This design comes from an exercise in tuning for small area on the open sky130 flow, not from production work. Function was checked by simulation only, so behaviour that the tests miss may differ from the original. Power figures rest on the tool's default switching activity, not on a simulated workload.

==> flow/design.v <==
module spi_eeprom_responder #(
    parameter int ADDR_W = 8
) (
    input  logic              ACLK,
    input  logic              ARESETn,
    input  logic              SPI_SCK,
    input  logic              SPI_MOSI,
    input  logic              SPI_CS,
    output logic              SPI_MISO,
    input  logic [ADDR_W-1:0] MEM_RADDR,
    output logic [7:0]        MEM_RDATA,
    output logic              WR_STROBE,
    output logic              WEL
);
    typedef enum logic [2:0] {IDLE, CMD, ADDR_H, ADDR_L, WR_DATA, RD_DATA, STATUS, IGNORE} state_t;
    typedef enum logic [1:0] {ARM_NONE, ARM_SET, ARM_CLR} arm_t;
    state_t            state_q, state_d;
    arm_t              arm_q, arm_d;
    logic [2:0]        sck_q, cs_q, bit_cnt_q, bit_cnt_d;
    logic [1:0]        mosi_q;
    logic [6:0]        shift_q;
    logic [7:0]        mem_rdata_d, mem_rdata_q;
    logic [ADDR_W-1:0] addr_q, addr_d;
    logic              miso_q, miso_d, is_rd_q, is_rd_d;
    logic              wrote_q, wrote_d, wel_q, wel_d, wr_strobe_q, wr_strobe_d;
    logic              mem_we, tx_bit;
    logic              pol_q;                    
    logic [2047:0]     arr_q;                    
    logic [15:0]       ahi, alo, lhi, llo;       
    logic [255:0]      asel_n, lsel_n;           
    logic [7:0]        wdat, tx_raw, rd_raw;
    wire       sck_rise  = sck_q[1] & ~sck_q[2];
    wire       sck_fall  = ~sck_q[1] & sck_q[2];
    wire       cs_low    = ~cs_q[1];
    wire       cs_rise   = cs_q[1] & ~cs_q[2];
    wire [7:0] rx_byte   = {shift_q, mosi_q[1]};
    wire       byte_done = cs_low & sck_rise & (bit_cnt_q == 3'd7);
    wire       shifting  = (state_q == RD_DATA) || (state_q == STATUS);
    always_comb begin
        state_d = state_q;
        case (state_q)
            IDLE:    state_d = cs_low ? CMD : IDLE;
            CMD:     if (byte_done) state_d = (rx_byte == 8'h05) ? STATUS :
                                              (rx_byte == 8'h03 || rx_byte == 8'h02) ? ADDR_H : IGNORE;
            ADDR_H:  if (byte_done) state_d = ADDR_L;
            ADDR_L:  if (byte_done) state_d = is_rd_q ? RD_DATA : WR_DATA;
            default: ;
        endcase
        if (cs_rise) state_d = IDLE;
    end
    always_comb begin
        tx_bit = tx_raw[~bit_cnt_q] ^ pol_q;
        if (state_q == STATUS) tx_bit = (bit_cnt_q == 3'd6) & wel_q;
    end
    always_comb begin
        bit_cnt_d   = bit_cnt_q;
        addr_d      = addr_q;
        miso_d      = miso_q;
        is_rd_d     = is_rd_q;
        wrote_d     = wrote_q;
        arm_d       = arm_q;
        wel_d       = wel_q;
        wr_strobe_d = 1'b0;
        mem_we      = 1'b0;
        if (cs_low && sck_rise) begin
            bit_cnt_d = bit_cnt_q + 3'd1;
            if (state_q == ADDR_H || state_q == ADDR_L) addr_d = ADDR_W'({addr_q, mosi_q[1]});
            if (state_q == IGNORE) arm_d = ARM_NONE;
        end
        if (byte_done) begin
            case (state_q)
                CMD: begin
                    arm_d   = (rx_byte == 8'h06) ? ARM_SET : (rx_byte == 8'h04) ? ARM_CLR : ARM_NONE;
                    is_rd_d = rx_byte == 8'h03;
                end
                WR_DATA: if (wel_q) begin
                    mem_we      = ARESETn;
                    wr_strobe_d = 1'b1;
                    addr_d      = addr_q + 1'b1;
                    wrote_d     = 1'b1;
                end
                RD_DATA: addr_d = addr_q + 1'b1;
                default: ;
            endcase
        end
        if (cs_low && sck_fall && shifting) miso_d = tx_bit;
        if (cs_rise) begin
            bit_cnt_d = 3'd0;
            miso_d    = 1'b0;
            arm_d     = ARM_NONE;
            wrote_d   = 1'b0;
            wel_d     = wrote_q ? 1'b0 : (arm_q == ARM_SET) ? 1'b1 : (arm_q == ARM_CLR) ? 1'b0 : wel_q;
        end
        mem_rdata_d = rd_raw ^ {8{pol_q}};
    end
    always_ff @(posedge ACLK) begin
        if (!ARESETn) begin
            state_q     <= IDLE;
            sck_q       <= 3'b000;
            cs_q        <= 3'b111;
            bit_cnt_q   <= 3'd0;
            miso_q      <= 1'b0;
            wrote_q     <= 1'b0;
            arm_q       <= ARM_NONE;
            wel_q       <= 1'b0;
            wr_strobe_q <= 1'b0;
            mem_rdata_q <= 8'd0;
        end else begin
            state_q     <= state_d;
            sck_q       <= {sck_q[1:0], SPI_SCK};
            cs_q        <= {cs_q[1:0], SPI_CS};
            bit_cnt_q   <= bit_cnt_d;
            miso_q      <= miso_d;
            wrote_q     <= wrote_d;
            arm_q       <= arm_d;
            wel_q       <= wel_d;
            wr_strobe_q <= wr_strobe_d;
            mem_rdata_q <= mem_rdata_d;
        end
    end
    always_ff @(posedge ACLK) begin
        mosi_q <= {mosi_q[0], SPI_MOSI};
        if (cs_low && sck_rise) shift_q <= rx_byte[6:0];
        addr_q  <= addr_d;
        is_rd_q <= is_rd_d;
    end
    always_comb begin
        for (int i = 0; i < 16; i++) begin
            ahi[i] = addr_q[7:4] == 4'(i);
            alo[i] = addr_q[3:0] == 4'(i);
            lhi[i] = MEM_RADDR[7:4] == 4'(i);
            llo[i] = MEM_RADDR[3:0] == 4'(i);
        end
        for (int r = 0; r < 256; r++) begin
            asel_n[r] = ~(ahi[r / 16] & alo[r % 16]);
            lsel_n[r] = ~(lhi[r / 16] & llo[r % 16]);
        end
        wdat = {8{~mem_we}} | (rx_byte ^ {8{pol_q}});
    end
    for (genvar b = 0; b < 8; b++) begin : g_rd
        logic [255:0] col;
        for (genvar r = 0; r < 256; r++) begin : g_col
            assign col[r] = arr_q[8*r+b];
        end
        spi_eeprom_rdtree u_tx (.d(col), .s_n(asel_n), .y(tx_raw[b]));
        spi_eeprom_rdtree u_rd (.d(col), .s_n(lsel_n), .y(rd_raw[b]));
    end
    always_ff @(posedge ACLK) pol_q <= ~pol_q;
    for (genvar r = 0; r < 256; r++) begin : g_row
        logic       wr;
        logic [7:0] nxt;
        spi_eeprom_nor2 u_wr (.a(asel_n[r]), .b(~mem_we), .y(wr));
        for (genvar b = 0; b < 8; b++) begin : g_bit
            spi_eeprom_hold u_hold (.q(arr_q[8*r+b]), .wr(wr), .sel_n(asel_n[r]), .d(wdat[b]), .y(nxt[b]));
        end
        always_ff @(posedge ACLK) arr_q[8*r +: 8] <= nxt;
    end
    assign SPI_MISO  = miso_q;
    assign MEM_RDATA = mem_rdata_q;
    assign WR_STROBE = wr_strobe_q;
    assign WEL       = wel_q;
endmodule
module spi_eeprom_hold (
    input  logic q, wr, sel_n, d,
    output logic y
);
    assign y = ~((q | wr) & (sel_n | d));
endmodule
module spi_eeprom_nor2 (
    input  logic a, b,
    output logic y
);
    assign y = ~(a | b);
endmodule
module spi_eeprom_oai22 (
    input  logic a0, s0, a1, s1,
    output logic y
);
    assign y = ~((a0 | s0) & (a1 | s1));
endmodule
module spi_eeprom_nor4 (
    input  logic [3:0] a,
    output logic y
);
    assign y = ~|a;
endmodule
module spi_eeprom_nand4 (
    input  logic [3:0] a,
    output logic y
);
    assign y = ~&a;
endmodule
module spi_eeprom_rdtree (
    input  logic [255:0] d, s_n,
    output logic         y
);
    logic [127:0] l1;
    logic [31:0]  l2;
    logic [7:0]   l3;
    logic [1:0]   l4;
    for (genvar i = 0; i < 128; i++) begin : g_l1
        spi_eeprom_oai22 u (.a0(d[2*i]), .s0(s_n[2*i]), .a1(d[2*i+1]), .s1(s_n[2*i+1]), .y(l1[i]));
    end
    for (genvar i = 0; i < 32; i++) begin : g_l2
        spi_eeprom_nor4 u (.a(l1[4*i +: 4]), .y(l2[i]));
    end
    for (genvar i = 0; i < 8; i++) begin : g_l3
        spi_eeprom_nand4 u (.a(l2[4*i +: 4]), .y(l3[i]));
    end
    for (genvar i = 0; i < 2; i++) begin : g_l4
        spi_eeprom_nor4 u (.a(l3[4*i +: 4]), .y(l4[i]));
    end
    assign y = l4[0] & l4[1];
endmodule
==> flow/flow/run.sh <==
#!/bin/bash
# Standard ORFS layout with two changes:
#  - ABC maps the logic for minimum area ("map -a") instead of the stock area script
#    (which adds buffers and upsizes cells); registers are untouched by ABC.
#  - CTS uses larger sink clusters and no dummy loads, so fewer clock buffers.
set -e
cp -r "$FLOW_HOME/scripts" scripts_mod
cp flow/abc_map_area.script scripts_mod/abc_area.script
export SCRIPTS_DIR=$PWD/scripts_mod
export CTS_ARGS="-sink_clustering_enable -repair_clock_nets -dont_use_dummy_load -sink_clustering_size 24 -sink_clustering_max_diameter 60"
bash standard.sh synth > synth.log 2>&1
bash standard.sh > layout.log 2>&1
==> flow/flow/abc_map_area.script <==
strash
map -a
topo
==> flow/standard.sh <==
#!/bin/bash
# synth_recipe.tcl (not shown) runs the flow's synth.tcl, then flattens the netlist and writes it again
# the make line also repeats each setting of config.mk as NAME=value (left out here)
make -C /OpenROAD-flow-scripts/flow DESIGN_CONFIG=/design/flow/config.mk WORK_HOME=/design/flow/orfs CLKGATE_MAP_FILE= SYNTH_SCRIPT=/design/flow/synth_recipe.tcl "${@:-finish}"
==> flow/config.mk <==
export PLATFORM = sky130hd
export DESIGN_NAME = spi_eeprom_responder
export DESIGN_NICKNAME = spi_eeprom_responder
export VERILOG_FILES = /design/flow/design.v
export SDC_FILE = /design/flow/constraint.sdc
export NUM_CORES = 4
export LEC_CHECK = 0
export ABC_AREA = 1
export CAP_MARGIN = 20
export CORE_MARGIN = 2
export CORE_UTILIZATION = 60
export SLEW_MARGIN = 20
export SYNTH_HIERARCHICAL = 1
export SYNTH_MINIMUM_KEEP_SIZE = 0
==> flow/constraint.sdc <==
create_clock -name core_clock -period 7.0 [get_ports {ACLK}]
set_input_delay 1.4000 -clock core_clock [delete_from_list [all_inputs] [get_ports {ACLK}]]
set_output_delay 1.4000 -clock core_clock [all_outputs]
set_load 0.01 [all_outputs]
==> results of run 1 <==
Yosys stat by module, one instance, submodules excluded:
module	cell area, um^2	flops+latches
spi_eeprom_nand4	6.256	0
spi_eeprom_hold	6.256	0
spi_eeprom_responder	45710	2093
spi_eeprom_oai22	6.256	0
spi_eeprom_nor4	6.256	0
spi_eeprom_rdtree	7.507	0
spi_eeprom_nor2	3.754	0
layout by cell type (no fill, tap or decap), drive strengths merged:
cell,netlist,layout
xnor2,5,5
clkdlybuf4s50,0,23
o22ai,4096,4096
clkinv,51,51
nor3b,1,1
nand3,8,8
dfxtp,2085,2085
buf,0,126
nand4,134,134
clkbuf,0,141
nor3,20,20
edfxtp,8,8
mux2i,4,4
nor4,549,549
ha,7,7
a221oi,8,8
a221o,1,1
a21boi,1,1
o21a,2,2
and2,16,16
o2111ai,2,2
o211ai,1,1
xor2,6,6
a21oi,26,26
a31oi,1,1
or2,14,14
diode,0,15
nand2,605,605
nor2,336,336
o21ai,35,35
registers in the layout (all words and copies together), names as in the netlist, 2 cells and up:
register	flops
mem_rdata_q	8
bit_cnt_q	3
state_q	3
shift_q	7
mosi_q	2
sck_q	3
addr_q	8
cs_q	3
arm_q	2
arr_q	2048
metrics by stage:
step                      hold WS, ns  utilization, %  setup slack [ns]  area [um^2]
after global routing           0.4326           66.00            0.3125        83950
after CTS                      0.4126           65.93            0.9123        83850
after global placement         0.4100           63.12            0.7845        80280
after floorplan                0.3096               -          -0.07840        76660
final                          0.4254           66.03            0.2451        83990
after detailed placement       0.4116           63.17            0.8957        80350
worst paths after layout:
| path | startpoint | end | slack (ns) | depth (start not counted) |
|---|---|---|---|---|
| max | addr_q[0]$_DFF_P_ | miso_q$_SDFFE_PP0P_ | 0.25 | 19 |
| min | mosi_q[0]$_DFF_P_ | mosi_q[1]$_DFF_P_ | 0.43 | 0 |
| max reg2reg | addr_q[0]$_DFF_P_ | miso_q$_SDFFE_PP0P_ | 0.25 | 19 |
| min reg2reg | mosi_q[0]$_DFF_P_ | mosi_q[1]$_DFF_P_ | 0.43 | 0 |
worst max-delay path: stages (launching register included):
cell and delay, ns:
dfxtp_1 0.41, clkinv_1 0.23, ha_1 0.27, clkinv_1 0.14
nor3_2 0.05, buf_4 0.36, nand2_1 0.53, o22ai_1 0.20
nor4_1 0.86, nand4_1 0.58, nor4_1 1.27, and2_2 0.32
nand2_1 0.06, a21oi_1 0.24, a21oi_1 0.10, o21ai_0 0.40
xor2_1 0.25, o21a_1 0.16, o21a_1 0.12, nor2_1 0.04
report_power, final:
part           leakage, nW  internal [mW]  switching [mW]
clock                 1.73           3.54            4.00
combinational         8.75          0.759            1.55
sequential            17.7           12.6           0.601
routing by layer:
layer  GRT usage [%]  vias up  wire (um)  part of all wire [%]
met5               0        -        182                 0.055
met4           33.18       28      27770                   8.3
met3           15.64     1501      50280                    15
met2           66.50     6790     131800                    40
met1           64.48    38970     122900                    37
li1                -    34900          -                     -
cells by family after synthesis:
logic type / share of synthesized area, %
buffers and inverters: 0.2498
AND/OR/NAND/NOR: 10.65
adder cells (fa/ha/maj): 0.1143
flip-flops: 54.79
AO/OA/AOI/OAI: 34.02
XOR/XNOR: 0.1257
multiplexers: 0.05226
layout make-up:
| cell class | count | area share (%) |
|---|---|---|
| diodes | 15 | 0.04469 |
| clock buffers | 140 | 4.171 |
| inverters | 51 | 0.2428 |
| multi-input cells | 5878 | 41.45 |
| flip-flops and latches | 2093 | 49.98 |
| well taps | 1662 | 2.476 |
| repair buffers | 150 | 1.633 |
==> summary.txt, run 1 <==
Synth
  • Post-synth EDFFs: 8
  • Syn Area/Cell: 9.551 um^2
  • Mapped Cells: 8022
  • Area of the mapped netlist: 0.07662 mm^2
  • Synth top cells by count: o22ai_1 (4096), dfxtp_1 (2085), nand2_1 (605), nor4_1 (549), nor2_1 (336)
  • Main synth FF type: dfxtp_1
  • Ranking of synthesized cells by area: dfxtp_1 (54%), o22ai_1 (33%), nor4_1 (4.5%), nand2_1 (3.0%), nor2_1 (1.6%)
  • Sequential share of the synthesized area: 54.79%
  • Seq cells post-synth: 2093
  • Yosys top cell area share: 54.48%
  • Leading area contributor after synthesis: dfxtp_1
  • Most numerous cell in the Yosys netlist: o22ai_1
  • Netlist cell types: 26
  • Syn Nets: 8042
  • Post-synthesis async set-or-reset flop share: 0%
  • Yosys Warn Count: 7

Finish
  • Layout cells sized above 1: 4.235%
  • Area occupied by multi-input gates: ~0.035 mm^2
  • Area growth, synth to finish: 9.613%
  • Non-filler cells, final: roughly 10000
  • Post-layout nets: about 8300
  • Reg area: 0.04198 mm^2
  • FILL cells: 10580

Clock network
  • Clock latency (worst-skew pair): approximately 0.82 ns
  • Htree depth: 4
  • Hold Buf Count CTS: 0
  • CTS Root Cell: clkbuf_16
  • Reg clk slew, reported paths: approximately 0.070 ns
  • Setup bufs post-CTS: 0
  • Clk buf depth: 3
  • PostCTS Resize Cnt: 0
  • CTS tree: done
  • Num CTS Buffers: 140
  • Clk sinks: around 2100

Worst setup path
  • Worst-path fanout max: 17
  • Worst Path Required: 7.63 ns
  • Crit Path Class: reg -> reg
  • Crit path DAT: between 7 and 8 ns
  • CP startpoint kind: flip-flop
  • CP endpoint kind: flip-flop

Timing
  • Clock period minus final worst setup slack: 6.755 ns
  • Worst rel slew slack: roughly 8.3%
  • Unrepaired setup endpoints after global routing: no
  • Clock skew: 0.04789 ns
  • Max Transition Viols Final: 0
  • Tcrit/Tclk final: 96.50%
  • Setup tns final: 0 ns
  • Tightest Pin Transition: 1.363 ns
  • Final hold violations: 0
  • Final setup vio count: 0
  • Fmax: approximately 150 MHz

Global routing
  • Overall routing resource usage: 48.43%
  • Largest net degree at the start of global routing: 179
  • Global route total overflow: 0
  • Antenna violations before repair: 14
  • Vias in the first global route: 72630
  • First-pass GRT wire length: 481.2 mm

Die
  • Die Width: 361.4 um
  • DIE AREA: approximately 0.13 mm^2
  • Row cnt: 131
  • Starting Density: 60.24%
  • Core area: roughly 0.13 mm^2
  • DIE HEIGHT: roughly 360 um
  • # IOs: 24

Placement
  • Port Buffers: 23
  • Detailed placer's ending HPWL: 221.0 mm
  • Placed insts: 9829
  • Placer Congestion: 1.082

Route
  • Post-route DRC: 0
  • DR iter-0 viols: approximately 14000
  • Total Wirelength: ~330 mm
  • Vias per inst: between 8 and 9
  • WL/cell: 33.34 um
  • Via count: just over 80000
  • Drt pass-1 iters: 10
  • DRT antenna net count: 0

Power and ir drop
  • Pwr Total: 23.03 mW
  • Pwr dens: between 200 and 300 mW/mm^2
  • IR drop worst, VDD: ~250 uV
  • Pleak: 28.13 nW

Job
  • Max-cap violation count: 0

Hold path
  • Min-delay worst type: reg -> reg

Run status
  • Status: finished clean
==> run 2: changes to the inputs <==
==> flow/flow/run.sh (replaced) <==
#!/bin/bash
# Standard ORFS layout with two changes:
#  - ABC maps the logic for minimum area ("map -a") instead of the stock area script
#    (which adds buffers and upsizes cells); registers are untouched by ABC.
#  - CTS uses small clkbuf_4 leaf buffers and no dummy loads, so less clock-tree area.
set -e
cp -r "$FLOW_HOME/scripts" scripts_mod
cp flow/abc_map_area.script scripts_mod/abc_area.script
export SCRIPTS_DIR=$PWD/scripts_mod
export CTS_ARGS="-sink_clustering_enable -repair_clock_nets -dont_use_dummy_load -sink_clustering_size 8 -sink_clustering_max_diameter 40 -buf_list sky130_fd_sc_hd__clkbuf_4"
bash standard.sh synth > synth.log 2>&1
bash standard.sh > layout.log 2>&1
--- a/flow/config.mk
+++ b/flow/config.mk
@@ -7,8 +7,8 @@
 export LEC_CHECK = 0
 export ABC_AREA = 1
-export CAP_MARGIN = 20
+export CAP_MARGIN = 0
 export CORE_MARGIN = 2
 export CORE_UTILIZATION = 60
-export SLEW_MARGIN = 20
+export SLEW_MARGIN = 0
 export SYNTH_HIERARCHICAL = 1
 export SYNTH_MINIMUM_KEEP_SIZE = 0
==> summary.txt, run 2 <==
Run status
  • Status: complete, but fails checks
  • SO Faults: max-capacitance violations, max-slew violations, negative setup slack

Die
  • Starting Density: 60.24% (unchanged)
  • Core area: 0.1272 mm^2 (unchanged)
  • DIE AREA: 0.1306 mm^2 (unchanged)
  • DIE HEIGHT: 361.4 um (unchanged)
  • Die Width: 361.4 um (unchanged)
  • Row cnt: 131 (unchanged)
  • # IOs: 24 (unchanged)

Finish
  • Max FFs per register: 2048 (unchanged)
  • Design Area, Final: 0.08289 mm^2 (-1.3%)
  • Largest regs: arr_q (2048), addr_q (8), mem_rdata_q (8)
  • Post-layout nets: 8523 (+2.3%)
  • Commonest cells after routing, fill and taps aside: o22ai_1 (4096), dfxtp_1 (2085), nand2_1 (601)
  • Area growth, synth to finish: 8.184%
  • Layout cells sized above 1: 6.352% (+2.1 points)
  • Register with the most flip-flops: arr_q
  • Commonest non-fill, non-tap cell in the layout: o22ai_1

Worst setup path
  • CP startpoint kind: flip-flop
  • Critical Path, Cell by Cell: clkinv_1 > ha_1 > clkinv_1 > nor3_2 > buf_4 > nand2_1 > o22ai_1 > nor4_1 > nand4_1 > nor4_1 > and2_2 > nand2_1 > nand2_1 > a21oi_1 > o21ai_0 > xor2_1 > o21a_1 > o21a_1 > nor2_1
  • Worst-path fanout max: 17 (unchanged)
  • R2r startpoint: addr_q[0]$_DFF_P_
  • Largest stage delay on the critical path: 1.35 ns (+0.08 ns)
  • Critical Path Slowest Stage Cell: nor4_1
  • Crit Path Class: reg -> reg
  • Worst Path Required: 8.24 ns (+0.61 ns)
  • Crit path DAT: 8.25 ns (+0.87 ns)
  • CP bufs+invs: 3 (unchanged)
  • CP endpoint kind: flip-flop
  • Worst setup startpoint: addr_q[0]$_DFF_P_
  • Crit path max-delay family: simple AND/OR/NAND/NOR gates
  • Cell mode on critical path: nand2_1

Synth
  • Syn Nets: 8042 (unchanged)
  • Area of the mapped netlist: 0.07662 mm^2 (unchanged)
  • Netlist cell types: 26 (unchanged)
  • Yosys Warn Count: 7 (unchanged)
  • Post-synth EDFFs: 8 (unchanged)
  • Mapped Cells: 8022 (unchanged)
  • Ranking of synthesized cells by area: dfxtp_1 (54%), o22ai_1 (33%), nor4_1 (4.5%), nand2_1 (3.0%), nor2_1 (1.6%)
  • Adder-Cell Fraction of Synth Area: 0.1143% (unchanged)
  • Largest family of logic cells by synthesized area: compound AO/OA/AOI/OAI gates
  • Seq cells post-synth: 2093 (unchanged)
  • Sequential share of the synthesized area: 54.79% (unchanged)
  • Multiplexer share of the synthesized area: 0.05226% (unchanged)
  • Most numerous cell in the Yosys netlist: o22ai_1
  • Synth Area in Compound Gates: 34.02% (unchanged)
  • Synth top cells by count: o22ai_1 (4096), dfxtp_1 (2085), nand2_1 (605), nor4_1 (549), nor2_1 (336)
  • Main synth FF type: dfxtp_1
  • Post-synthesis simple-gate area fraction: 10.65% (unchanged)
  • Leading area contributor after synthesis: dfxtp_1
  • Xor/xnor share of the synthesized area: 0.1257% (unchanged)
  • Post-synthesis async set-or-reset flop share: 0% (unchanged)
  • Yosys top cell area share: 54.48% (unchanged)
  • Syn Area/Cell: 9.551 um^2 (unchanged)

Clock network
  • Num CTS Buffers: 335 (+140%)
  • Clk buf depth: 4 (+1)
  • CTS Root Cell: clkbuf_4
  • Clock latency (worst-skew pair): 1.39 ns (+0.57 ns)
  • Setup bufs post-CTS: 0 (unchanged)
  • Reg clk slew, reported paths: 0.10 ns (+0.03 ns)
  • Htree depth: 5 (+1)
  • CTS tree: done
  • Clk sinks: 2093 (unchanged)

Timing
  • Fmax: 142.6 MHz (-3.7%)
  • Tcrit/Tclk final: 100.2% (+3.7 points)
  • Final hold violations: 0 (unchanged)
  • Clock skew: 0.1011 ns (+0.05321 ns)
  • Clock period minus final worst setup slack: 7.015 ns (+0.2601 ns)
  • Final setup vio count: 1 (+1)
  • Final WS setup: -0.01502 ns (-0.2601 ns)
  • Unrepaired setup endpoints after global routing: no
  • Hold WS: 0.4039 ns (-0.02142 ns)
  • Tightest Pin Transition: 1.510 ns (+0.1476 ns)
  • Max Transition Viols Final: 17 (+17)
  • Worst rel slew slack: -0.9136% (-9.2 points)

Placement
  • Setup WS pre-CTS: 0.7853 ns (-0.1105 ns)
  • Port Buffers: 23 (unchanged)
  • Placer Congestion: 1.082 (unchanged)
  • Detailed placer's ending HPWL: 220.3 mm (-0.32%)
  • Placed cell area: 0.08028 mm^2 (about the same)

Global routing
  • Overall routing resource usage: 48.77% (+0.34 points)
  • First-pass GRT wire length: 484.1 mm (+0.61%)
  • Vias in the first global route: 74010 (+1.9%)
  • Global route total overflow: 0 (unchanged)
  • Largest net degree at the start of global routing: 179 (unchanged)
  • Antenna violations before repair: 16 (+2)

Power and ir drop
  • Switching part of the total power: 28.73% (+2.0 points)
  • Pleak: 27.89 nW (-0.88%)
  • Cell Int Power: 15.52 mW (-8.0%)
  • Switch Pwr: 6.258 mW (+1.8%)
  • Combinational share of power: 10.6% (+0.6 points)
  • Clock share of power: 28.9% (-3.9 points)
  • IR drop worst, VDD: 179.1 uV (-29%)
  • Sequential Power Share: 60.5% (+3.3 points)
  • Pwr dens: 262.8 mW/mm^2 (-4.2%)

Hold path
  • Hold Startpoint: mosi_q[0]$_DFF_P_
  • Min-delay worst type: reg -> reg

Route
  • Via count: 83290 (+1.3%)
  • Vias per inst: 8.172 (-0.69%)
  • WL/cell: 32.96 um (-1.1%)
  • Post-route DRC: 0 (unchanged)
  • Total Wirelength: 335.9 mm (+0.89%)
  • DR iter-0 viols: 15360 (+9.6%)
  • Drt pass-1 iters: 10 (unchanged)
  • DRT antenna net count: 0 (unchanged)

Job
  • Max-cap violation count: 1 (+1)
-- run 2: cell counts after synthesis --
Identical to the previous run, type by type.
-- run 2: kinds of logic (layout without fill, tap and decap cells) --
| family | Yosys count | count (layout) |
|---|---|---|
| buf+inv | 51 | 530 |
| fa+ha+maj | 7 | 7 |
| other cells | 0 | 29 |
| xor+xnor | 11 | 11 |
| compound gates | 4173 | 4173 |
| mux | 4 | 4 |
| flops | 2093 | 2093 |
| simple gates | 1683 | 1683 |
-- run 2: worst paths after layout --
| path | end | slack, ns | cells past startpoint |
|---|---|---|---|
| max | miso_q$_SDFFE_PP0P_ | -0.02 | 19 |
| min | mosi_q[1]$_DFF_P_ | 0.40 | 0 |
| max reg2reg | miso_q$_SDFFE_PP0P_ | -0.02 | 19 |
| min reg2reg | mosi_q[1]$_DFF_P_ | 0.40 | 0 |
-- run 2: stage by stage --
stage	power (mW)	std cells	TNS, ns	utilization, %
final	21.78	10190	-0.01502	65.17
after global placement	15.46	9827	0	63.12
after global routing	22.29	10170	0	65.13
after detailed placement	15.52	9827	0	63.12
after floorplan	14.36	8022	-60.18	-
after CTS	21.51	10160	0	65.10
-- run 2: final cells by class --
class | count | area [um^2]
Clock buffer | 335 | 2515
Tap cell | 1662 | 2079
Multi-Input combinational cell | 5878 | 34800
Timing Repair Buffer | 144 | 1236
Sequential cell | 2093 | 41980
Fill cell | 10750 | 44300
Inverter | 51 | 203.9
Antenna cell | 29 | 72.57
-- run 2: worst register-to-register path: stages (launching register included) --
cell and delay (ns):
dfxtp_1 0.43, clkinv_1 0.23, ha_1 0.27, clkinv_1 0.14
nor3_2 0.14, buf_4 0.40, nand2_1 0.57, o22ai_1 0.17
nor4_1 0.75, nand4_1 0.83, nor4_1 1.36, and2_2 0.32
nand2_1 0.07, nand2_1 0.08, a21oi_1 0.08, o21ai_0 0.45
xor2_1 0.18, o21a_1 0.21, o21a_1 0.17, nor2_1 0.07
-- run 2: per-layer routing --
layer / GRT usage, % / up-vias / share of wire [%]
li1: - / 35350 / -
met1: 64.35 / 39140 / 37
met2: 67.28 / 7175 / 40
met3: 16.48 / 1606 / 15
met4: 32.99 / 16 / 8.5
met5: 0 / - / 0.035
-- run 2: power by group through the flow --
stage               Combinational [mW]  Clock, mW  Sequential [mW]
floorplan                         1.12          0             13.2
global placement                  2.08          0             13.4
detailed placement                2.11          0             13.4
CTS                               2.11       6.26             13.1
global route                      2.30       6.75             13.2
finish                            2.31       6.30             13.2
-- run 2: repair_timing --
item	in CTS	in global routing
setup endpoints to repair	0	1
hold buffers	0	0
endpoints found under the hold margin	0	0
resized for setup	0	1
-- run 2: modules after synthesis (local to each module, per instance) --
module | cells | area (um^2) | copies in the design | flops+latches
spi_eeprom_responder | 2982 | 45710 | 1 | 2093
spi_eeprom_rdtree | 1 | 7.507 | 16 | 0
spi_eeprom_hold | 1 | 6.256 | 2048 | 0
spi_eeprom_nand4 | 1 | 6.256 | 128 | 0
spi_eeprom_nor4 | 1 | 6.256 | 544 | 0
spi_eeprom_oai22 | 1 | 6.256 | 2048 | 0
spi_eeprom_nor2 | 1 | 3.754 | 256 | 0
==> run 3: changes to the inputs <==
--- a/flow/config.mk
+++ b/flow/config.mk
@@ -7,8 +7,8 @@
 export LEC_CHECK = 0
 export ABC_AREA = 1
-export CAP_MARGIN = 0
+export CAP_MARGIN = 20
 export CORE_MARGIN = 2
-export CORE_UTILIZATION = 60
-export SLEW_MARGIN = 0
+export CORE_UTILIZATION = 70
+export SLEW_MARGIN = 20
 export SYNTH_HIERARCHICAL = 1
 export SYNTH_MINIMUM_KEEP_SIZE = 0
==> summary.txt, run 3 <==
Worst setup path
  • Worst-path fanout max: 17 (unchanged)
  • CP endpoint kind: flip-flop
  • Crit path DAT: 7.37 ns (-0.88 ns)
  • Worst Path Required: 8.24 ns (about the same)
  • Crit Path Class: reg -> reg
  • CP startpoint kind: flip-flop

Synth
  • Synth top cells by count: o22ai_1 (4096), dfxtp_1 (2085), nand2_1 (605), nor4_1 (549), nor2_1 (336)
  • Syn Nets: 8042 (unchanged)
  • Yosys top cell area share: 54.48% (unchanged)
  • Area of the mapped netlist: 0.07662 mm^2 (unchanged)
  • Post-synthesis async set-or-reset flop share: 0% (unchanged)
  • Main synth FF type: dfxtp_1
  • Most numerous cell in the Yosys netlist: o22ai_1
  • Ranking of synthesized cells by area: dfxtp_1 (54%), o22ai_1 (33%), nor4_1 (4.5%), nand2_1 (3.0%), nor2_1 (1.6%)
  • Leading area contributor after synthesis: dfxtp_1
  • Sequential share of the synthesized area: 54.79% (unchanged)
  • Netlist cell types: 26 (unchanged)
  • Yosys Warn Count: 7 (unchanged)
  • Mapped Cells: 8022 (unchanged)
  • Syn Area/Cell: 9.551 um^2 (unchanged)
  • Post-synth EDFFs: 8 (unchanged)
  • Seq cells post-synth: 2093 (unchanged)

Global routing
  • First-pass GRT wire length: 468.7 mm (-3.2%)
  • Largest net degree at the start of global routing: 169 (-5.6%)
  • Overall routing resource usage: 54.45% (+5.7 points)
  • Vias in the first global route: 75180 (+1.6%)
  • Global route total overflow: 0 (unchanged)
  • Antenna violations before repair: 29 (+13)

Clock network
  • CTS Root Cell: clkbuf_4
  • Num CTS Buffers: 318 (-5.1%)
  • Reg clk slew, reported paths: 0.09 ns (about the same)
  • Clk buf depth: 4 (unchanged)
  • Setup bufs post-CTS: 0 (unchanged)
  • PostCTS Resize Cnt: 0 (unchanged)
  • CTS tree: done
  • Hold Buf Count CTS: 0 (unchanged)
  • Htree depth: 5 (unchanged)
  • Clk sinks: 2093 (unchanged)
  • Clock latency (worst-skew pair): 1.31 ns (-0.08 ns)

Run status
  • Status: finished clean

Die
  • Core area: 0.1087 mm^2 (-15%)
  • # IOs: 24 (unchanged)
  • Starting Density: 70.49% (+10 points)
  • DIE HEIGHT: 334.8 um (-7.3%)
  • DIE AREA: 0.1121 mm^2 (-14%)
  • Die Width: 334.8 um (-7.3%)
  • Row cnt: 121 (-7.6%)

Power and ir drop
  • Cell Int Power: 15.41 mW (-0.75%)
  • Pwr dens: 260.3 mW/mm^2 (-0.96%)
  • Sequential Power Share: 61.3% (+0.8 points)
  • Combinational share of power: 10.5% (about the same)
  • Pleak: 27.83 nW (-0.19%)
  • Switch Pwr: 6.101 mW (-2.5%)
  • Clock share of power: 28.2% (-0.7 points)
  • Switching part of the total power: 28.37% (-0.36 points)
  • IR drop worst, VDD: 190.9 uV (+6.6%)

Route
  • Post-route DRC: 0 (unchanged)
  • DR iter-0 viols: 16220 (+5.6%)
  • Drt pass-1 iters: 15 (+5)
  • Vias per inst: 8.557 (+4.7%)
  • Via count: 84840 (+1.9%)
  • WL/cell: 32.42 um (-1.6%)
  • Total Wirelength: 321.5 mm (-4.3%)
  • DRT antenna net count: 0 (unchanged)

Timing
  • Max Transition Viols Final: 0 (-17)
  • Unrepaired setup endpoints after global routing: no
  • Fmax: 163.1 MHz (+14%)
  • Final hold violations: 0 (unchanged)
  • Clock skew: 0.1074 ns (+0.006321 ns)
  • Final setup vio count: 0 (-1)
  • Clock period minus final worst setup slack: 6.130 ns (-0.8849 ns)
  • Tcrit/Tclk final: 87.57% (-13 points)
  • Tightest Pin Transition: 1.304 ns (-0.2061 ns)
  • Setup tns final: 0 ns (+0.01502 ns)
  • Worst rel slew slack: 13.07% (+14 points)

Placement
  • Placed cell area: 0.07995 mm^2 (-0.41%)
  • Placer Congestion: 1.132 (+4.6%)
  • Detailed placer's ending HPWL: 209.5 mm (-4.9%)
  • Port Buffers: 23 (unchanged)

Finish
  • Area occupied by multi-input gates: 0.03485 mm^2 (+0.12%)
  • Max FFs per register: 2048 (unchanged)
  • Reg area: 0.04198 mm^2 (unchanged)
  • Utilization after layout: 76.03% (+11 points)
  • Design Area, Final: 0.08264 mm^2 (-0.30%)
  • Post-layout nets: 8493 (-0.35%)
  • Area growth, synth to finish: 7.861%
  • Commonest non-fill, non-tap cell in the layout: o22ai_1
  • FILL cells: 7750 (-28%)
  • Layout cells sized above 1: 6.127% (-0.23 points)
  • Commonest cells after routing, fill and taps aside: o22ai_1 (4096), dfxtp_1 (2085), nand2_1 (601)
  • Register with the most flip-flops: arr_q
  • Largest regs: arr_q (2048), addr_q (8), mem_rdata_q (8)

Job
  • Max-cap violation count: 0 (-1)

Hold path
  • Min-delay worst type: reg -> reg
-- run 3: power by group through the flow --
stage          Sequential, mW  Clock (mW)  Combinational (mW)
2_1_floorplan            13.2           0                1.12
3_3_place_gp             13.4           0                1.94
3_5_place_dp             13.4           0                2.01
4_1_cts                  13.1        5.98                2.01
5_1_grt                  13.2        6.46                2.22
6_report                 13.2        6.07                2.25
-- run 3: stage by stage --
stage / hold WS (ns) / total power, mW / std cells / setup slack (ns)
5_1_grt: 0.3515 / 21.92 / 9895 / 0.9560
2_1_floorplan: 0.3096 / 14.36 / 8022 / -0.07840
3_3_place_gp: 0.3118 / 15.31 / 9555 / 1.106
4_1_cts: 0.3415 / 21.13 / 9877 / 1.466
3_5_place_dp: 0.3321 / 15.42 / 9559 / 1.040
6_report: 0.3400 / 21.51 / 9914 / 0.8699
-- run 3: final cells by class --
class | count | area share [%]
tap | 1414 | 2.141
inverter | 51 | 0.2468
clock buffer | 318 | 2.889
timing repair buffer | 131 | 1.674
antenna | 29 | 0.08781
multi-input combinational | 5878 | 42.17
sequential | 2093 | 50.80
-- run 3: per-module statistics from Yosys (local to each module, per instance) --
module                cells inside  area [um^2]  flops+latches
spi_eeprom_hold                  1        6.256              0
spi_eeprom_responder          2982        45710           2093
spi_eeprom_nor4                  1        6.256              0
spi_eeprom_nor2                  1        3.754              0
spi_eeprom_oai22                 1        6.256              0
spi_eeprom_rdtree                1        7.507              0
spi_eeprom_nand4                 1        6.256              0
-- run 3: cell families after synthesis --
| logic type | synth area share, % |
|---|---|
| buf+inv | 0.2498 |
| mux | 0.05226 |
| xor+xnor | 0.1257 |
| flops | 54.79 |
| fa+ha+maj | 0.1143 |
| compound gates | 34.02 |
| simple gates | 10.65 |
-- run 3: worst max-delay path: stages (launching register included) --
cell      delay, ns
dfxtp_1        0.42
clkinv_1       0.22
ha_1           0.26
clkinv_1       0.13
nor3_2         0.05
buf_4          0.40
nand2_1        0.57
o22ai_1        0.18
nor4_1         0.90
nand4_1        0.51
nor4_1         1.11
and2_2         0.29
nand2_1        0.06
a21oi_1        0.13
o21ai_0        0.09
o21ai_0        0.11
xor2_1         0.13
o21a_1         0.22
o21a_1         0.16
nor2_1         0.09
-- run 3: metal layers --
layer / wire, um / GRT usage, %
met5: 263 / 0
met4: 32110 / 41.74
met3: 54370 / 21.74
met2: 126400 / 74.81
met1: 108300 / 68.15
-- run 3: worst paths after layout --
kind,start,endpoint,slack (ns),depth (start not counted)
hold / removal,mosi_q[0]$_DFF_P_,mosi_q[1]$_DFF_P_,0.34,0
hold reg to reg,mosi_q[0]$_DFF_P_,mosi_q[1]$_DFF_P_,0.34,0
setup / recovery,addr_q[0]$_DFF_P_,miso_q$_SDFFE_PP0P_,0.87,19
setup reg to reg,addr_q[0]$_DFF_P_,miso_q$_SDFFE_PP0P_,0.87,19
==> run 4: changes to the inputs <==
--- a/flow/config.mk
+++ b/flow/config.mk
@@ -9,5 +9,6 @@
 export CAP_MARGIN = 20
 export CORE_MARGIN = 2
-export CORE_UTILIZATION = 70
+export CORE_UTILIZATION = 60
+export GPL_TIMING_DRIVEN = 0
 export SLEW_MARGIN = 20
 export SYNTH_HIERARCHICAL = 1
==> summary.txt, run 4 <==
Clock network
  • Num CTS Buffers: 329 (+3.5%)
  • CTS tree: done
  • Reg clk slew, reported paths: 0.09 ns (about the same)
  • Clk sinks: 2093 (unchanged)
  • Setup bufs post-CTS: 0 (unchanged)
  • PostCTS Resize Cnt: 0 (unchanged)
  • Hold Buf Count CTS: 0 (unchanged)
  • Clk buf depth: 4 (unchanged)
  • CTS Root Cell: clkbuf_4
  • Htree depth: 5 (unchanged)
  • Clock latency (worst-skew pair): 1.35 ns (+0.04 ns)

Synth
  • Post-synth EDFFs: 8 (unchanged)
  • Syn Nets: 8042 (unchanged)
  • Sequential share of the synthesized area: 54.79% (unchanged)
  • Ranking of synthesized cells by area: dfxtp_1 (54%), o22ai_1 (33%), nor4_1 (4.5%), nand2_1 (3.0%), nor2_1 (1.6%)
  • Yosys Warn Count: 7 (unchanged)
  • Syn Area/Cell: 9.551 um^2 (unchanged)
  • Most numerous cell in the Yosys netlist: o22ai_1
  • Netlist cell types: 26 (unchanged)
  • Yosys top cell area share: 54.48% (unchanged)
  • Mapped Cells: 8022 (unchanged)
  • Main synth FF type: dfxtp_1
  • Leading area contributor after synthesis: dfxtp_1
  • Area of the mapped netlist: 0.07662 mm^2 (unchanged)
  • Seq cells post-synth: 2093 (unchanged)
  • Synth top cells by count: o22ai_1 (4096), dfxtp_1 (2085), nand2_1 (605), nor4_1 (549), nor2_1 (336)
  • Post-synthesis async set-or-reset flop share: 0% (unchanged)

Finish
  • Post-layout nets: 8567 (+0.87%)
  • Commonest non-fill, non-tap cell in the layout: o22ai_1
  • Area growth, synth to finish: 10.80%
  • Commonest cells after routing, fill and taps aside: o22ai_1 (4096), dfxtp_1 (2085), nand2_1 (601)
  • Layout cells sized above 1: 7.256% (+1.1 points)
  • Utilization after layout: 66.74% (-9.3 points)
  • Register with the most flip-flops: arr_q
  • FILL cells: 10360 (+34%)
  • Max FFs per register: 2048 (unchanged)
  • Largest regs: arr_q (2048), addr_q (8), mem_rdata_q (8)

Placement
  • Setup WS pre-CTS: 0.5159 ns (-0.5245 ns)
  • Detailed placer's ending HPWL: 227.3 mm (+8.5%)
  • Placer Congestion: 1.005 (-11%)
  • Port Buffers: 23 (unchanged)

Route
  • Total Wirelength: 326.0 mm (+1.4%)
  • DRT antenna net count: 0 (unchanged)
  • Via count: 82410 (-2.9%)
  • WL/cell: 31.86 um (-1.7%)
  • Drt pass-1 iters: 8 (-7)
  • DR iter-0 viols: 13560 (-16%)
  • Post-route DRC: 0 (unchanged)
  • Vias per inst: 8.055 (-5.9%)

Timing
  • Clock period minus final worst setup slack: 6.220 ns (+0.09013 ns)
  • Final hold violations: 0 (unchanged)
  • Tightest Pin Transition: 1.292 ns (-0.01182 ns)
  • Fmax: 160.8 MHz (-1.4%)
  • Final WS setup: 0.7797 ns (-0.09013 ns)
  • Max Transition Viols Final: 0 (unchanged)
  • Final setup vio count: 0 (unchanged)
  • Clock skew: 0.08463 ns (-0.02280 ns)
  • Tcrit/Tclk final: 88.86% (+1.3 points)
  • Worst rel slew slack: 13.06% (about the same)
  • Hold WS: 0.4020 ns (+0.06204 ns)
  • Unrepaired setup endpoints after global routing: no

Die
  • Starting Density: 60.24% (-10 points)
  • Die Width: 361.4 um (+7.9%)
  • Core area: 0.1272 mm^2 (+17%)
  • # IOs: 24 (unchanged)
  • DIE AREA: 0.1306 mm^2 (+16%)
  • Row cnt: 131 (+8.3%)
  • DIE HEIGHT: 361.4 um (+7.9%)

Power and ir drop
  • Pwr Total: 21.78 mW (+1.2%)
  • Pleak: 28.72 nW (+3.2%)
  • Cell Int Power: 15.57 mW (+1.0%)
  • Clock share of power: 28.6% (+0.4 points)
  • Switching part of the total power: 28.52% (+0.15 points)
  • Pwr dens: 256.5 mW/mm^2 (-1.4%)
  • IR drop worst, VDD: 229.8 uV (+20%)
  • Sequential Power Share: 60.3% (-1.0 points)
  • Switch Pwr: 6.210 mW (+1.8%)
  • Combinational share of power: 11.2% (+0.7 points)

Worst setup path
  • Crit path DAT: 7.42 ns (+0.05 ns)
  • Worst-path fanout max: 17 (unchanged)
  • Crit Path Class: reg -> reg
  • CP endpoint kind: flip-flop
  • CP startpoint kind: flip-flop
  • Worst setup startpoint: addr_q[0]$_DFF_P_
  • Worst Path Required: 8.20 ns (-0.04 ns)
  • R2r startpoint: addr_q[0]$_DFF_P_

Global routing
  • First-pass GRT wire length: 473.4 mm (+0.99%)
  • Global route total overflow: 0 (unchanged)
  • Vias in the first global route: 73550 (-2.2%)
  • Largest net degree at the start of global routing: 116 (-31%)
  • Overall routing resource usage: 47.56% (-6.9 points)
  • Antenna violations before repair: 20 (-31%)

Hold path
  • Min-delay worst type: reg -> reg
  • Hold Startpoint: mosi_q[0]$_DFF_P_

Job
  • Max-cap violation count: 0 (unchanged)

Run status
  • Status: finished clean
==> run 4: changes by cell type in the layout (fill, tap and decap cells not counted), sizes merged <==
| cell | before | now |
|---|---|---|
| buf | 108 | 169 |
| clkbuf | 318 | 331 |
| diode | 29 | 24 |
==> run 4: modules after synthesis (local to each module, per instance) <==
module                cells inside  area, um^2  flops+latches
spi_eeprom_responder          2982       45710           2093
spi_eeprom_hold                  1       6.256              0
spi_eeprom_nand4                 1       6.256              0
spi_eeprom_oai22                 1       6.256              0
spi_eeprom_rdtree                1       7.507              0
spi_eeprom_nor4                  1       6.256              0
spi_eeprom_nor2                  1       3.754              0
==> run 4: final timing paths <==
kind / cells after the start / end / slack (ns)
worst max-delay path: 21 / miso_q$_SDFFE_PP0P_ / 0.78
worst min-delay path: 0 / mosi_q[1]$_DFF_P_ / 0.40
worst max register to register: 21 / miso_q$_SDFFE_PP0P_ / 0.78
worst min register to register: 0 / mosi_q[1]$_DFF_P_ / 0.40
==> run 4: cells by family after synthesis <==
kind of cell,count (synthesis),share of synthesized area [%]
mux,4,0.05226
buf+inv,51,0.2498
fa+ha+maj,7,0.1143
simple gates,1683,10.65
flops,2093,54.79
compound gates,4173,34.02
xor+xnor,11,0.1257
==> run 4: critical path, stage by stage (launching register included) <==
cell and delay [ns]:
dfxtp_1 0.42, clkinv_1 0.23, ha_1 0.27, clkinv_1 0.13, nor3_2 0.17, buf_6 0.24
buf_4 0.19, buf_4 0.19, nand2_1 0.42, o22ai_1 0.17, nor4_1 1.02, nand4_1 0.42
nor4_1 1.07, and2_2 0.28, nand2_1 0.05, nand2_1 0.06, a21oi_1 0.07, o21ai_0 0.21
xor2_1 0.17, o21a_1 0.14, o21a_1 0.11, nor2_1 0.04
==> run 4: power groups by stage <==
stage,registers [mW],logic (mW),clock network (mW)
floorplan,13.2,1.12,0
global placement,13.4,1.98,0
detailed placement,13.4,2.24,0
CTS,13.1,2.24,6.21
global route,13.2,2.43,6.68
finish,13.1,2.43,6.22
==> run 4: area by class of cell <==
| cell class | count | area, um^2 | area share, % |
|---|---|---|---|
| antenna | 24 | 60.06 | 0.07075 |
| clock buffer | 329 | 2470 | 2.909 |
| inverter | 51 | 203.9 | 0.2402 |
| multi-input combinational | 5878 | 34940 | 41.15 |
| sequential | 2093 | 41980 | 49.45 |
| tap | 1662 | 2079 | 2.450 |
| timing repair buffer | 194 | 3163 | 3.726 |
==> run 4: through the flow <==
stage | setup TNS, ns | std cells | area (um^2)
final | 0 | 10230 | 84890
after detailed placement | 0 | 9876 | 82310
after CTS | 0 | 10210 | 84780
after floorplan | -60.18 | 8022 | 76660
after global routing | 0 | 10220 | 84860
after global placement | - | 9707 | 78970
==> run 4: per-layer routing <==
| layer | share of wire, % | track usage [%] | up-vias |
|---|---|---|---|
| met5 | 0.016 | 0.2220 | - |
| met4 | 8.7 | 33.58 | 8 |
| met3 | 15 | 15.80 | 1570 |
| met2 | 40 | 66.41 | 6664 |
| met1 | 36 | 61.69 | 38680 |
| li1 | - | - | 35490 |
==> run 5: changes to the inputs <==
--- a/flow/config.mk
+++ b/flow/config.mk
@@ -10,5 +10,4 @@
 export CORE_MARGIN = 2
 export CORE_UTILIZATION = 60
-export GPL_TIMING_DRIVEN = 0
 export SLEW_MARGIN = 20
 export SYNTH_HIERARCHICAL = 1
==> summary.txt, run 5 <==
Run status
  • Status: finished clean

Die
  • Die Width: 361.4 um (unchanged)
  • DIE HEIGHT: 361.4 um (unchanged)
  • DIE AREA: 0.1306 mm^2 (unchanged)
  • Core area: 0.1272 mm^2 (unchanged)
  • Starting Density: 60.24% (unchanged)
  • Row cnt: 131 (unchanged)
  • # IOs: 24 (unchanged)

Finish
  • Max FFs per register: 2048 (unchanged)
  • Area growth, synth to finish: 8.338%
  • Design Area, Final: 0.08301 mm^2 (-2.2%)
  • FILL cells: 10830 (+4.6%)
  • Register with the most flip-flops: arr_q
  • Utilization after layout: 65.26% (-1.5 points)
  • Commonest non-fill, non-tap cell in the layout: o22ai_1
  • Layout cells sized above 1: 6.398% (-0.86 points)
  • Post-layout nets: 8525 (-0.49%)
  • Non-filler cells, final: 10200 (-0.35%)
  • Largest regs: arr_q (2048), addr_q (8), mem_rdata_q (8)
  • Commonest cells after routing, fill and taps aside: o22ai_1 (4096), dfxtp_1 (2085), nand2_1 (601)

Timing
  • Fmax: 148.7 MHz (-7.5%)
  • Final hold violations: 0 (unchanged)
  • Hold WS: 0.4333 ns (+0.03126 ns)
  • Final setup vio count: 0 (unchanged)
  • Tcrit/Tclk final: 96.10% (+7.2 points)
  • Max Transition Viols Final: 0 (unchanged)
  • Clock skew: 0.09599 ns (+0.01136 ns)
  • Tightest Pin Transition: 1.389 ns (+0.09703 ns)
  • Worst rel slew slack: 7.166% (-5.9 points)
  • Clock period minus final worst setup slack: 6.727 ns (+0.5065 ns)
  • Unrepaired setup endpoints after global routing: no

Global routing
  • Antenna violations before repair: 16 (-20%)
  • Overall routing resource usage: 48.88% (+1.3 points)
  • Largest net degree at the start of global routing: 179 (+54%)
  • Vias in the first global route: 74260 (+0.96%)
  • First-pass GRT wire length: 486.3 mm (+2.7%)
  • Global route total overflow: 0 (unchanged)

Clock network
  • CTS tree: done
  • Num CTS Buffers: 330 (+0.30%)
  • Reg clk slew, reported paths: 0.09 ns (about the same)
  • Clock latency (worst-skew pair): 1.35 ns (about the same)
  • Hold Buf Count CTS: 0 (unchanged)
  • Setup bufs post-CTS: 0 (unchanged)
  • Htree depth: 5 (unchanged)
  • Clk sinks: 2093 (unchanged)
  • Clk buf depth: 4 (unchanged)
  • PostCTS Resize Cnt: 0 (unchanged)
  • CTS Root Cell: clkbuf_4

Route
  • Drt pass-1 iters: 11 (+3)
  • DR iter-0 viols: 14010 (+3.3%)
  • Via count: 83270 (+1.0%)
  • Total Wirelength: 335.7 mm (+3.0%)
  • DRT antenna net count: 0 (unchanged)
  • Vias per inst: 8.167 (+1.4%)
  • Post-route DRC: 0 (unchanged)
  • WL/cell: 32.92 um (+3.3%)

Worst setup path
  • FF-to-FF End: miso_q$_SDFFE_PP0P_
  • R2r startpoint: addr_q[0]$_DFF_P_
  • Crit Path Class: reg -> reg
  • Worst Path Required: 8.16 ns (-0.04 ns)
  • CP startpoint kind: flip-flop
  • R2R depth: 19 (-9.5%)
  • Worst reg2reg setup slack: 0.27 ns (-0.51 ns)
  • Worst-path fanout max: 17 (unchanged)
  • Crit path DAT: 7.88 ns (+0.46 ns)
  • CP endpoint kind: flip-flop

Synth
  • Netlist cell types: 26 (unchanged)
  • Post-synth EDFFs: 8 (unchanged)
  • Mapped Cells: 8022 (unchanged)
  • Ranking of synthesized cells by area: dfxtp_1 (54%), o22ai_1 (33%), nor4_1 (4.5%), nand2_1 (3.0%), nor2_1 (1.6%)
  • Syn Nets: 8042 (unchanged)
  • Main synth FF type: dfxtp_1
  • Most numerous cell in the Yosys netlist: o22ai_1
  • Synth top cells by count: o22ai_1 (4096), dfxtp_1 (2085), nand2_1 (605), nor4_1 (549), nor2_1 (336)
  • Yosys top cell area share: 54.48% (unchanged)
  • Seq cells post-synth: 2093 (unchanged)
  • Sequential share of the synthesized area: 54.79% (unchanged)
  • Post-synthesis async set-or-reset flop share: 0% (unchanged)
  • Syn Area/Cell: 9.551 um^2 (unchanged)
  • Leading area contributor after synthesis: dfxtp_1
  • Yosys Warn Count: 7 (unchanged)
  • Area of the mapped netlist: 0.07662 mm^2 (unchanged)

Hold path
  • Hold Startpoint: sck_q[0]$_SDFF_PN0_
  • Min-delay worst type: reg -> reg
  • Hold path endpoint: sck_q[1]$_SDFF_PN0_
  • Hold Crit Depth: 2 (+2)

Power and ir drop
  • IR drop worst, VDD: 237.1 uV (+3.2%)
  • Pleak: 27.93 nW (-2.7%)
  • Pwr dens: 262.2 mW/mm^2 (+2.2%)
  • Pwr Total: 21.76 mW (about the same)

Placement
  • Placer Congestion: 1.082 (+7.6%)
  • Detailed placer's ending HPWL: 221.0 mm (-2.8%)
  • Placed cell area: 0.08035 mm^2 (-2.4%)
  • Placed insts: 9829 (-0.48%)
  • Port Buffers: 23 (unchanged)

Job
  • Max-cap violation count: 0 (unchanged)
run 5: how the worst max path moves through the flow:
stage | startpoint | to | slack (ns) | cells after the start
2_1_floorplan | sck_q[1]$_SDFF_PN0_ | arr_q[1007]$_DFF_P_ | -0.08 | 6
3_3_place_gp | MEM_RADDR[6] | mem_rdata_q[1]$_SDFF_PN0_ | 0.78 | 13
3_5_place_dp | MEM_RADDR[2] | mem_rdata_q[7]$_SDFF_PN0_ | 0.90 | 13
4_1_cts | addr_q[0]$_DFF_P_ | miso_q$_SDFFE_PP0P_ | 0.89 | 19
5_1_grt | addr_q[0]$_DFF_P_ | miso_q$_SDFFE_PP0P_ | 0.33 | 19
6_report | addr_q[0]$_DFF_P_ | miso_q$_SDFFE_PP0P_ | 0.27 | 19
run 5: cell families (layout without fill, tap and decap cells):
family	Yosys count	in the layout	share of synthesized area, %
and+or+nand+nor	1683	1683	10.65
adders and majority gates	7	7	0.1143
DFF	2093	2093	54.79
buffers and inverters	51	532	0.2498
other	0	30	0
xor gates and xnor gates	11	11	0.1257
muxes	4	4	0.05226
AOI/OAI and AO/OA	4173	4173	34.02
run 5: Yosys stat by module, one instance, submodules excluded:
module | cells inside | flops+latches | area (um^2)
spi_eeprom_responder | 2982 | 2093 | 45710
spi_eeprom_rdtree | 1 | 0 | 7.507
spi_eeprom_hold | 1 | 0 | 6.256
spi_eeprom_nand4 | 1 | 0 | 6.256
spi_eeprom_nor4 | 1 | 0 | 6.256
spi_eeprom_oai22 | 1 | 0 | 6.256
spi_eeprom_nor2 | 1 | 0 | 3.754
run 5: routing by layer:
layer / up-vias / track usage [%] / wire length [um]
met4: 12 / 32.70 / 27580
met2: 7035 / 67.30 / 133100
met3: 1611 / 16.56 / 51040
met5: - / 1.517 / 88
li1: 35340 / - / -
met1: 39270 / 64.59 / 123900
run 5: area by class of cell:
cell class / count / area (um^2) / area share, %
Antenna cell: 30 / 75.07 / 0.09044
Clock buffer: 330 / 2477 / 2.984
Inverter: 51 / 203.9 / 0.2457
Multi-Input combinational cell: 5878 / 34820 / 41.94
Sequential cell: 2093 / 41980 / 50.57
Tap cell: 1662 / 2079 / 2.505
Timing Repair Buffer: 151 / 1376 / 1.658
run 5: report_power, final:
| group | internal [mW] | switching, mW |
|---|---|---|
| Clock | 2.17 | 4.11 |
| Sequential | 12.6 | 0.602 |
| Combinational | 0.759 | 1.55 |
| Total | 15.5 | 6.26 |
run 5: worst max-delay path: stages, from the launching register on:
cell and delay, ns:
dfxtp_1 0.42, clkinv_1 0.24, ha_1 0.27, clkinv_1 0.14, nor3_2 0.05, buf_4 0.38
nand2_1 0.55, o22ai_1 0.17, nor4_1 1.07, nand4_1 0.43, nor4_1 1.20, and2_2 0.31
nand2_1 0.06, a21oi_1 0.21, a21oi_1 0.10, o21ai_0 0.39, xor2_1 0.25, o21a_1 0.16
o21a_1 0.11, nor2_1 0.04
run 5: per-stage QoR:
step | setup slack (ns) | TNS (ns)
after CTS | 0.8869 | 0
after floorplan | -0.07840 | -60.18
after global routing | 0.3265 | 0
final | 0.2733 | 0
after detailed placement | 0.8957 | 0
after global placement | 0.7845 | 0
==> run 6: changes to the inputs <==
==> flow/flow/run.sh (replaced) <==
#!/bin/bash
# Standard ORFS layout with three changes:
#  - ABC maps the logic for minimum area ("map -a") instead of the stock area script
#    (which adds buffers and upsizes cells); registers are untouched by ABC.
#  - CTS uses small clkbuf_4 leaf buffers and no dummy loads, so less clock-tree area.
#  - every input and output port still gets a buffer, but the smallest one (buf_1).
set -e
cp -r "$FLOW_HOME/scripts" scripts_mod
cp flow/abc_map_area.script scripts_mod/abc_area.script
export SCRIPTS_DIR=$PWD/scripts_mod
export CTS_ARGS="-sink_clustering_enable -repair_clock_nets -dont_use_dummy_load -sink_clustering_size 8 -sink_clustering_max_diameter 40 -buf_list sky130_fd_sc_hd__clkbuf_4"
export BUFFER_PORTS_ARGS="-buffer_cell sky130_fd_sc_hd__buf_1"
bash standard.sh synth > synth.log 2>&1
bash standard.sh > layout.log 2>&1
==> summary.txt, run 6 <==
Run status
  • Status: finished clean

Synth
  • Xor/xnor share of the synthesized area: 0.1257% (unchanged)
  • Syn Nets: 8042 (unchanged)
  • Largest family of logic cells by synthesized area: compound AO/OA/AOI/OAI gates
  • Post-synthesis simple-gate area fraction: 10.65% (unchanged)
  • Most numerous cell in the Yosys netlist: o22ai_1
  • Post-synth EDFFs: 8 (unchanged)
  • Sequential share of the synthesized area: 54.79% (unchanged)
  • Post-synthesis async set-or-reset flop share: 0% (unchanged)
  • Seq cells post-synth: 2093 (unchanged)
  • Adder-Cell Fraction of Synth Area: 0.1143% (unchanged)
  • Synth Area in Compound Gates: 34.02% (unchanged)
  • Yosys Warn Count: 7 (unchanged)
  • Ranking of synthesized cells by area: dfxtp_1 (54%), o22ai_1 (33%), nor4_1 (4.5%), nand2_1 (3.0%), nor2_1 (1.6%)
  • Syn Area/Cell: 9.551 um^2 (unchanged)
  • Yosys top cell area share: 54.48% (unchanged)
  • Area of the mapped netlist: 0.07662 mm^2 (unchanged)
  • Netlist cell types: 26 (unchanged)
  • Mapped Cells: 8022 (unchanged)
  • Multiplexer share of the synthesized area: 0.05226% (unchanged)
  • Leading area contributor after synthesis: dfxtp_1
  • Synth top cells by count: o22ai_1 (4096), dfxtp_1 (2085), nand2_1 (605), nor4_1 (549), nor2_1 (336)
  • Main synth FF type: dfxtp_1

Power and ir drop
  • IR drop worst, VDD: 198.9 uV (-16%)
  • Pwr dens: 261.7 mW/mm^2 (-0.17%)
  • Pleak: 27.90 nW (about the same)
  • Pwr Total: 21.72 mW (-0.18%)

Clock network
  • CTS Root Cell: clkbuf_4
  • Clk buf depth: 4 (unchanged)
  • Clk sinks: 2093 (unchanged)
  • Htree depth: 5 (unchanged)
  • CTS tree: done
  • Setup bufs post-CTS: 0 (unchanged)
  • Hold Buf Count CTS: 0 (unchanged)
  • Num CTS Buffers: 329 (-0.30%)
  • PostCTS Resize Cnt: 0 (unchanged)
  • Reg clk slew, reported paths: 0.10 ns (about the same)
  • Clock latency (worst-skew pair): 1.36 ns (about the same)

Route
  • DR iter-0 viols: 13990 (-0.16%)
  • WL/cell: 32.46 um (-1.4%)
  • Drt pass-1 iters: 10 (-1)
  • DRT antenna net count: 0 (unchanged)
  • Post-route DRC: 0 (unchanged)
  • Via count: 83190 (-0.091%)
  • Total Wirelength: 331.1 mm (-1.4%)
  • Vias per inst: 8.158 (-0.12%)

Die
  • # IOs: 24 (unchanged)
  • Die Width: 361.4 um (unchanged)
  • Starting Density: 60.24% (unchanged)
  • DIE HEIGHT: 361.4 um (unchanged)
  • Core area: 0.1272 mm^2 (unchanged)
  • Row cnt: 131 (unchanged)
  • DIE AREA: 0.1306 mm^2 (unchanged)

Finish
  • Register with the most flip-flops: arr_q
  • Area growth, synth to finish: 8.333% (about the same)
  • Utilization after layout: 65.26% (about the same)
  • Max FFs per register: 2048 (unchanged)
  • FILL cells: 10670 (-1.5%)
  • Commonest non-fill, non-tap cell in the layout: o22ai_1
  • Non-filler cells, final: 10200 (+0.029%)
  • Layout cells sized above 1: 6.479% (+0.082 points)
  • Commonest cells after routing, fill and taps aside: o22ai_1 (4096), dfxtp_1 (2085), nand2_1 (601)
  • Post-layout nets: 8526 (+0.012%)
  • Largest regs: arr_q (2048), addr_q (8), mem_rdata_q (8)

Placement
  • Placer Congestion: 1.097 (+1.4%)
  • Detailed placer's ending HPWL: 216.8 mm (-1.9%)
  • Setup WS pre-CTS: 1.310 ns (+0.4142 ns)
  • Placed insts: 9829 (unchanged)
  • Port Buffers: 23 (unchanged)

Timing
  • Final WS setup: 0.8408 ns (+0.5676 ns)
  • Setup tns final: 0 ns (unchanged)
  • Final hold violations: 0 (unchanged)
  • Tcrit/Tclk final: 87.99% (-8.1 points)
  • Max Transition Viols Final: 0 (unchanged)
  • Worst rel slew slack: 11.25% (+4.1 points)
  • Clock skew: 0.1122 ns (+0.01621 ns)
  • Fmax: 162.4 MHz (+9.2%)
  • Unrepaired setup endpoints after global routing: no
  • Final setup vio count: 0 (unchanged)
  • Tightest Pin Transition: 1.319 ns (-0.07013 ns)
  • Clock period minus final worst setup slack: 6.159 ns (-0.5676 ns)

Worst setup path
  • CP startpoint kind: flip-flop
  • CP endpoint kind: flip-flop
  • Worst-path fanout max: 17 (unchanged)
  • Crit path max-delay family: simple AND/OR/NAND/NOR gates
  • Largest stage delay on the critical path: 1.04 ns (-0.16 ns)
  • Crit path DAT: 7.38 ns (-0.50 ns)
  • Critical Path Slowest Stage Cell: nor2_4
  • Worst Path Required: 8.22 ns (+0.06 ns)
  • Critical Path, Cell by Cell: clkinv_1 > nor2_1 > clkinv_1 > nor2_4 > nand2_1 > o22ai_1 > nor4_1 > nand4_1 > nor4_1 > and2_2 > nand2_1 > a21oi_1 > o21ai_0 > o21ai_0 > xor2_1 > o21a_1 > o21a_1 > nor2_1
  • CP bufs+invs: 2 (-1)
  • Crit Path Class: reg -> reg

Global routing
  • Antenna violations before repair: 24 (+8)
  • Global route total overflow: 0 (unchanged)
  • Overall routing resource usage: 48.00% (-0.88 points)
  • Vias in the first global route: 73510 (-1.0%)
  • First-pass GRT wire length: 476.9 mm (-1.9%)
  • Largest net degree at the start of global routing: 168 (-6.1%)

Hold path
  • Min-delay worst type: in -> reg

Job
  • Max-cap violation count: 0 (unchanged)
[run 6: path summary, 6_finish.rpt]
check / slack [ns] / depth (start not counted) / end / start
setup / recovery: 0.84 / 18 / miso_q$_SDFFE_PP0P_ / addr_q[3]$_DFF_P_
hold / removal: 0.29 / 1 / mosi_q[0]$_DFF_P_ / SPI_MOSI
setup reg to reg: 0.84 / 18 / miso_q$_SDFFE_PP0P_ / addr_q[3]$_DFF_P_
hold reg to reg: 0.41 / 2 / sck_q[1]$_SDFF_PN0_ / sck_q[0]$_SDFF_PN0_
[run 6: per-stage QoR]
step                      hold WS (ns)  area [um^2]
final                           0.2911        83010
after global routing            0.2590        82940
after floorplan                 0.3096        76660
after CTS                       0.2232        82750
after detailed placement        0.3703        80280
after global placement          0.3531        80080
[run 6: kinds of logic after synthesis]
logic type               Yosys count
AO/OA/AOI/OAI                   4173
XOR/XNOR                          11
adder cells (fa/ha/maj)            7
buffers and inverters             51
flip-flops                      2093
multiplexers                       4
AND/OR/NAND/NOR                 1683
[run 6: worst register-to-register path, delay by kind of cell (launching register included)]
family,cells,cell delay (ns)
simple gates,9,3.23
compound gates,6,1.15
flops,1,0.80
buf+inv,2,0.75
xor+xnor,1,0.16
[run 6: area by class of cell]
cell class / count / area (um^2) / area share (%)
Timing Repair Buffer: 153 / 1331 / 1.604
Antenna cell: 32 / 80.08 / 0.09647
Tap cell: 1662 / 2079 / 2.505
Inverter: 51 / 203.9 / 0.2457
Clock buffer: 329 / 2470 / 2.976
Multi-Input combinational cell: 5878 / 34860 / 42.00
Sequential cell: 2093 / 41980 / 50.58
[run 6: where the power goes]
group | switching, mW | total [mW] | leakage [nW] | internal (mW)
Combinational | 1.54 | 2.31 | 8.73 | 0.773
Clock | 4.09 | 6.25 | 1.51 | 2.16
Sequential | 0.591 | 13.2 | 17.7 | 12.6
Total | 6.21 | 21.7 | 27.9 | 15.5
[run 6: layer usage]
layer  track usage, %  vias to the layer above  share of wire [%]
li1                 -                    35400                  -
met1            63.51                    38890                 37
met2            65.15                     7404                 40
met3            17.77                     1483                 16
met4            31.72                       14                7.7
met5                0                        -              0.041
[run 6: per-module statistics from Yosys, one instance, submodules excluded]
| module | times used | cells inside | flops+latches | cell area, um^2 |
|---|---|---|---|---|
| spi_eeprom_responder | 1 | 2982 | 2093 | 45710 |
| spi_eeprom_rdtree | 16 | 1 | 0 | 7.507 |
| spi_eeprom_hold | 2048 | 1 | 0 | 6.256 |
| spi_eeprom_nand4 | 128 | 1 | 0 | 6.256 |
| spi_eeprom_nor4 | 544 | 1 | 0 | 6.256 |
| spi_eeprom_oai22 | 2048 | 1 | 0 | 6.256 |
| spi_eeprom_nor2 | 256 | 1 | 0 | 3.754 |

==> static timing again, ports no longer ideal <==
Ports are ideal in the flow. The routed layouts listed here were re-timed in OpenROAD. Step 1 sets driving cells, clkbuf_16 on the clock port and buf_2 on the other inputs (assumed; they add their load-dependent delay and slew). Step 2 also shifts input and output timing later by t, the mid clock arrival at the registers, as if the neighbouring blocks saw the same clock. a / b / c = ideal ports / drivers / drivers and shift; a / b = the first two.
run | t, ns | setup WS [ns] | worst slew at a driven data input, ns
run 1 | 0.868 | 0.245 / 0.245 / 0.245 | 0.06
run 2 | 1.412 | -0.015 / -0.015 / -0.015 | 0.04
run 3 | 1.357 | 0.870 / 0.870 / 0.131 | 0.15
run 4 | 1.385 | 0.780 / 0.780 / -0.124 | 0.11
run 5 | 1.387 | 0.273 / 0.273 / 0.273 | 0.06
run 6 | 1.383 | 0.841 / 0.841 / 0.818 | 0.16
With both steps, setup timing fails in run 4, where it was met with ideal ports. The setup slack of run 4, which loses most, moves by 0.000 ns with the drivers and by -0.904 ns with both steps.
